Source: an optimization exercise on an open RTL-to-GDS flow (aim: small area, a short achievable clock period and few clock cycles). Production flows keep margins and buffers that such runs may drop.
RTL that was checked went through simulation tests only; none was proved equivalent to the original.
Power figures rest on the tool's default switching activity, not on a simulated workload.

## run A
==> flow/design.v (excerpt) <==
module base58_encoder_unit #(
    parameter int MAX_BYTES   = b58enc_pkg::MAX_BYTES_DEF,
    parameter int DIGIT_SLOTS = b58enc_pkg::DIGIT_SLOTS_DEF,
    parameter int STEP_BITS   = 4
) (
    input  logic                          i_clk,
    input  logic                          i_rst_n,
    input  logic                          i_in_valid,
    output logic                          o_in_ready,
    input  logic [b58enc_pkg::BYTE_W-1:0] i_in_data_byte,
    input  logic                          i_in_last_byte,
    output logic                          o_out_valid,
    input  logic                          i_out_ready,
    output logic [b58enc_pkg::CHAR_W-1:0] o_out_char,
    output logic                          o_out_last_char,
    output logic                          o_out_overflow
);
Size: roughly 4600 cells after synthesis, roughly 400 flip-flops, ~24 I/O pins, ~0.030 mm2 of cells after synthesis.
clock: 12.0 ns
lec_check: 0
abc_area: 1
cap_margin: 20
core_margin: 2
core_utilization: 40
cts_buf_list: sky130_fd_sc_hd__clkbuf_4
slew_margin: 20
standard.sh (not shown) runs the stock make flow with config.mk's settings and CLKGATE_MAP_FILE= SYNTH_SCRIPT=/design/flow/synth_recipe.tcl, a recipe that flattens the netlist after the stock synthesis.
==> flow/flow/run.sh <==
#!/bin/bash
# standard layout, except that synthesis maps the logic with the ABC script in
# flow/abc_area.script (more restructuring before an area-oriented mapping);
# everything else, including the synthesis passes before ABC, is ORFS's own
set -euo pipefail
WORK=$(pwd)
rm -rf "$WORK/scripts_abc"
cp -r "$FLOW_HOME/scripts" "$WORK/scripts_abc"
cp "$WORK/flow/abc_area.script" "$WORK/scripts_abc/abc_area.script"
bash standard.sh SCRIPTS_DIR="$WORK/scripts_abc" synth > "$WORK/synth.log" 2>&1
bash standard.sh > "$WORK/layout.log" 2>&1
==> flow/flow/abc_area.script <==
strash
dc2
balance
rewrite
refactor
balance
rewrite
rewrite -z
balance
refactor -z
rewrite -z
balance
dch -f
map -a -B 0.9
topo
stime -c
buffer -c
upsize -c
dnsize -c
#### Input delta (run B over run A)
==> flow/run.sh (new file) <==
#!/bin/bash
# synth_recipe.tcl (not shown) runs the flow's synth.tcl, then flattens the netlist and writes it again
# the make line also repeats each setting of config.mk as NAME=value (left out here)
make -C /OpenROAD-flow-scripts/flow DESIGN_CONFIG=/design/flow/config.mk WORK_HOME=/design/flow/orfs CLKGATE_MAP_FILE= SYNTH_SCRIPT=/design/flow/synth_recipe.tcl finish
removed: flow/flow/run.sh
removed: flow/flow/abc_area.script
removed: flow/standard.sh
--- outcome ---
- Delta (run B minus run A): worst setup slack moved up, wire length now sits higher, area enclosed by the die boundary now sits higher.
- Run B gives more pre-CTS setup slack than run A did.
- In the tables for run B and run A, number of global-route vias before repair reads lower with run A.
What run C does differently from run B at the input level:
# run B
export LEC_CHECK = 0
export ABC_AREA = 1
export CAP_MARGIN = 20
export CORE_MARGIN = 2
export CORE_UTILIZATION = 40
export CTS_BUF_LIST = sky130_fd_sc_hd__clkbuf_4
export SLEW_MARGIN = 20
create_clock -name core_clock -period 12.0 [get_ports {i_clk}]
# run C
export LEC_CHECK = 0
export ABC_AREA = 1
export CAP_MARGIN = 20
export CORE_MARGIN = 2
export CORE_UTILIZATION = 40
export SLEW_MARGIN = 20
create_clock -name core_clock -period 12.0 [get_ports {i_clk}]
## What came out
- Measured against each other, run B and run C differ in count of buffer and inverter cells on the critical path, the lower figure coming from run B.
- Compared with run B, in run C clock power share grew by 4.4 points; total power grew by 250 uW; final area grew by 0.49%; relative contribution of combinational cells to total power shrank by 1.3 points.
No functional check of the RTL was part of any run of this note.

== v58 ==
base58_encoder_unit, a different RTL version from the one above (not shown whole).
Size in the first run: roughly 4,600 cells after synthesis, ~400 flip-flops, roughly 24 I/O pins.
==> flow/config.mk <==
export PLATFORM = sky130hd
export DESIGN_NAME = base58_encoder_unit
export DESIGN_NICKNAME = base58_encoder_unit
export VERILOG_FILES = /design/flow/design.v
export SDC_FILE = /design/flow/constraint.sdc
export NUM_CORES = 4
export LEC_CHECK = 0
export ABC_AREA = 1
export CAP_MARGIN = 20
export CORE_MARGIN = 2
export CORE_UTILIZATION = 40
export SLEW_MARGIN = 20
==> flow/constraint.sdc <==
create_clock -name core_clock -period 12.0 [get_ports {i_clk}]
set_input_delay 2.4000 -clock core_clock [delete_from_list [all_inputs] [get_ports {i_clk}]]
set_output_delay 2.4000 -clock core_clock [all_outputs]
set_load 0.01 [all_outputs]
==> flow/flow/run.sh <==
#!/bin/bash
# standard layout, except that synthesis maps the logic with the ABC script in
# flow/abc_area.script (more restructuring before an area-oriented mapping);
# everything else, including the synthesis passes before ABC, is ORFS's own
set -euo pipefail
WORK=$(pwd)
rm -rf "$WORK/scripts_abc"
cp -r "$FLOW_HOME/scripts" "$WORK/scripts_abc"
cp "$WORK/flow/abc_area.script" "$WORK/scripts_abc/abc_area.script"
bash standard.sh SCRIPTS_DIR="$WORK/scripts_abc" synth > "$WORK/synth.log" 2>&1
bash standard.sh SETUP_SLACK_MARGIN=7.8 > "$WORK/layout.log" 2>&1
==> flow/flow/abc_area.script <==
strash
dc2
balance
rewrite
refactor
balance
rewrite
rewrite -z
balance
refactor -z
rewrite -z
balance
dch -f
map -a -B 0.9
topo
stime -c
buffer -c
upsize -c
dnsize -c
The final layout from v58, which completed every stage, passed the timing, DRC and antenna checks at the end of the flow.
Testbench counts of v58, summed over its fixed seeds: cycles 8,391.
Input changes introduced in v22 (baseline for comparison: v58):
Settings: changing CORE_UTILIZATION from 40 to 60; setting CTS_CLUSTER_DIAMETER to 80 for the first time; setting CTS_CLUSTER_SIZE to 24 for the first time.
==> flow/flow/run.sh <==
#!/bin/bash
# standard layout (the standard.sh), except:
# - synthesis maps the logic with the ABC script in flow/abc_area.script (more
#   restructuring before an area-oriented mapping); the synthesis passes before ABC and
#   the registers are ORFS's own
# - timing repair (after floorplan, clock tree synthesis and global routing) aims for
#   8 ns of setup slack at the design's 12 ns clock (SETUP_SLACK_MARGIN) instead of 0
# each tool's output goes to a log of its own here (synth.log, layout.log, and ORFS's
# per-step logs under orfs/logs)
set -euo pipefail
WORK=$(pwd)
rm -rf "$WORK/scripts_abc"
cp -r "$FLOW_HOME/scripts" "$WORK/scripts_abc"
cp "$WORK/flow/abc_area.script" "$WORK/scripts_abc/abc_area.script"
bash standard.sh SCRIPTS_DIR="$WORK/scripts_abc" synth > "$WORK/synth.log" 2>&1
bash standard.sh SETUP_SLACK_MARGIN=8.0 > "$WORK/layout.log" 2>&1
Results
For die area, dividing the value from v58 by the value from v22 gives 1.5.
Summary of v22 over v58: combinational power moved up; effective utilization at floorplan rose by 20 points.
[inputs] v12 vs v22
==> flow/flow/run.sh <==
#!/bin/bash
# standard layout, except:
# - synthesis maps the logic with the ABC script in flow/abc_area.script (more
#   restructuring before an area-oriented mapping); the synthesis passes before ABC and
#   the registers are ORFS's own
# - timing repair after clock tree synthesis and global routing aims for 8.2 ns of setup
#   slack at the design's 12 ns clock (SETUP_SLACK_MARGIN), instead of the flow's 0
# each tool's output goes to a log of its own here
set -euo pipefail
WORK=$(pwd)
rm -rf "$WORK/scripts_abc"
cp -r "$FLOW_HOME/scripts" "$WORK/scripts_abc"
cp "$WORK/flow/abc_area.script" "$WORK/scripts_abc/abc_area.script"
bash standard.sh SCRIPTS_DIR="$WORK/scripts_abc" synth > "$WORK/synth.log" 2>&1
bash standard.sh SETUP_SLACK_MARGIN=8.2 > "$WORK/layout.log" 2>&1
### Flow results
- Relative to v22, buffers plus inverters on the worst setup path has increased by 3 in v12.
- Number of cells in the finished layout apart from fillers was lower in v22 than in v12.
- Diff v22 -> v12: worst setup slack +170 ps; critical path depth picked up an extra 23; routed wire length now larger; combinational group share of total power up 2.1 points.
- Post-layout utilization of the core is lower on v22
#### Input delta (v52 over v12)
Settings: changing CORE_UTILIZATION from 60 to 40.
-- flow/flow/run.sh --
<<< v12, line 6
# - timing repair after clock tree synthesis and global routing aims for 8.2 ns of setup
>>> v52, line 6
# - timing repair after clock tree synthesis and global routing aims for 8 ns of setup
<<< v12, line 15
bash standard.sh SETUP_SLACK_MARGIN=8.2 > "$WORK/layout.log" 2>&1
>>> v52, line 15
bash standard.sh SETUP_SLACK_MARGIN=8.0 > "$WORK/layout.log" 2>&1
### Flow results
Diff v12 -> v52 | sum of met2 wire segment lengths after detailed routing | down by a few percent. Compared with v12, v52 shows design internal power lower by about 5%. v12 → v52: via count saw a decrease; met1 track demand over resource in global routing -10 points; post-synthesis to final-layout area growth decreased by 4.2 points relative to the old numbers; shortest clock period the worst path allows after layout moved up. [v52] worst-case hold slack fell 12 ps relative to v12. NOTE: final area in v52 falls short of that of v12. Relative to v12, v52 degrades worst path setup slack after routing. The cell with the biggest individual delay on the critical path comes out sky130_fd_sc_hd__dfxtp_2 in one run and sky130_fd_sc_hd__clkdlybuf4s50_1 in the other, namely in v12 and v52 respectively.
Modified inputs, v33 compared to v52
Settings: CORE_UTILIZATION changed from 40 to 60.
## What came out
Delta (v33 minus v52): total iterations of the first detailed-routing run moved down, hold slack moved up, arrival time of data at the critical path endpoint moved up, clock power moved up.
Area of the multi-input gates: v33 lower than v52
v33 vs. v52: placed wire-length estimate decreased by 3.6% relative to the old numbers, clock share of power picked up an extra 0.6 points.
Lower count of non-CTS buffers in the layout goes to v33 over v52.
Cmp v33 vs v52: worst setup slack lower in v33
In the reports for v52 and v33, the smaller sequential share of layout area belongs to v52.
Fmax was higher in v52 than in v33.
Here is what was changed in the inputs of v8 compared with v33.
Settings: CORE_UTILIZATION now 70, was 60.
Results
- v8: switching share of total power 0.63 points above v33
- The fraction of power consumed by combinational cells in v8 sits 2.3 points above the value recorded for v33.
- Delta (v8 minus v33): site row count now smaller, maximum operating frequency now smaller, power now smaller, proportion of power drawn by the clock network now smaller.

==> separate check: timing with driven ports <==
In the flow no input, the clock included, has a driving cell. The finished layouts below were timed again as built, in two steps. Step 1 (the two cells are an assumption about what drives the block):
set clk [get_ports {i_clk}]
set_driving_cell -lib_cell sky130_fd_sc_hd__clkbuf_16 $clk
set_driving_cell -lib_cell sky130_fd_sc_hd__buf_2 [delete_from_list [all_inputs] $clk]
Step 2 adds t to the input delays and takes it off the output delays; t is the mean of the earliest and latest rising clock arrival at the registers after step 1. Input paths then give back, and output paths get back, about the clock's delay inside the block. a / b / c = ideal / step 1 / step 2; a / b = the first two.
run	shift t [ns]	slack for setup (ns)	latest minus earliest clock arrival (ns)	slew at the worst register clock pin (ns)
run A	0.937	6.544 / 6.544 / 6.544	0.098 / 0.098	0.08 / 0.08
run B	0.968	7.740 / 7.677 / 7.292	0.071 / 0.071	0.08 / 0.08
run C	0.656	7.730 / 7.730 / 7.302	0.038 / 0.038	0.06 / 0.06
v58	0.635	7.992 / 7.935 / 7.923	0.028 / 0.028	0.06 / 0.06
v22	0.666	8.065 / 8.002 / 7.922	0.022 / 0.022	0.10 / 0.10
v12	0.670	8.231 / 8.231 / 7.917	0.022 / 0.022	0.10 / 0.10
v52	0.658	8.097 / 8.034 / 7.920	0.031 / 0.030	0.10 / 0.10
v33	0.666	8.065 / 8.002 / 7.922	0.022 / 0.022	0.10 / 0.10
v8	0.631	8.036 / 7.979 / 7.908	0.025 / 0.025	0.10 / 0.10
After both steps setup and hold are still met in every run listed. The setup slack of run B, which loses most, moves by -0.063 ns with the drivers and by -0.448 ns with both steps.
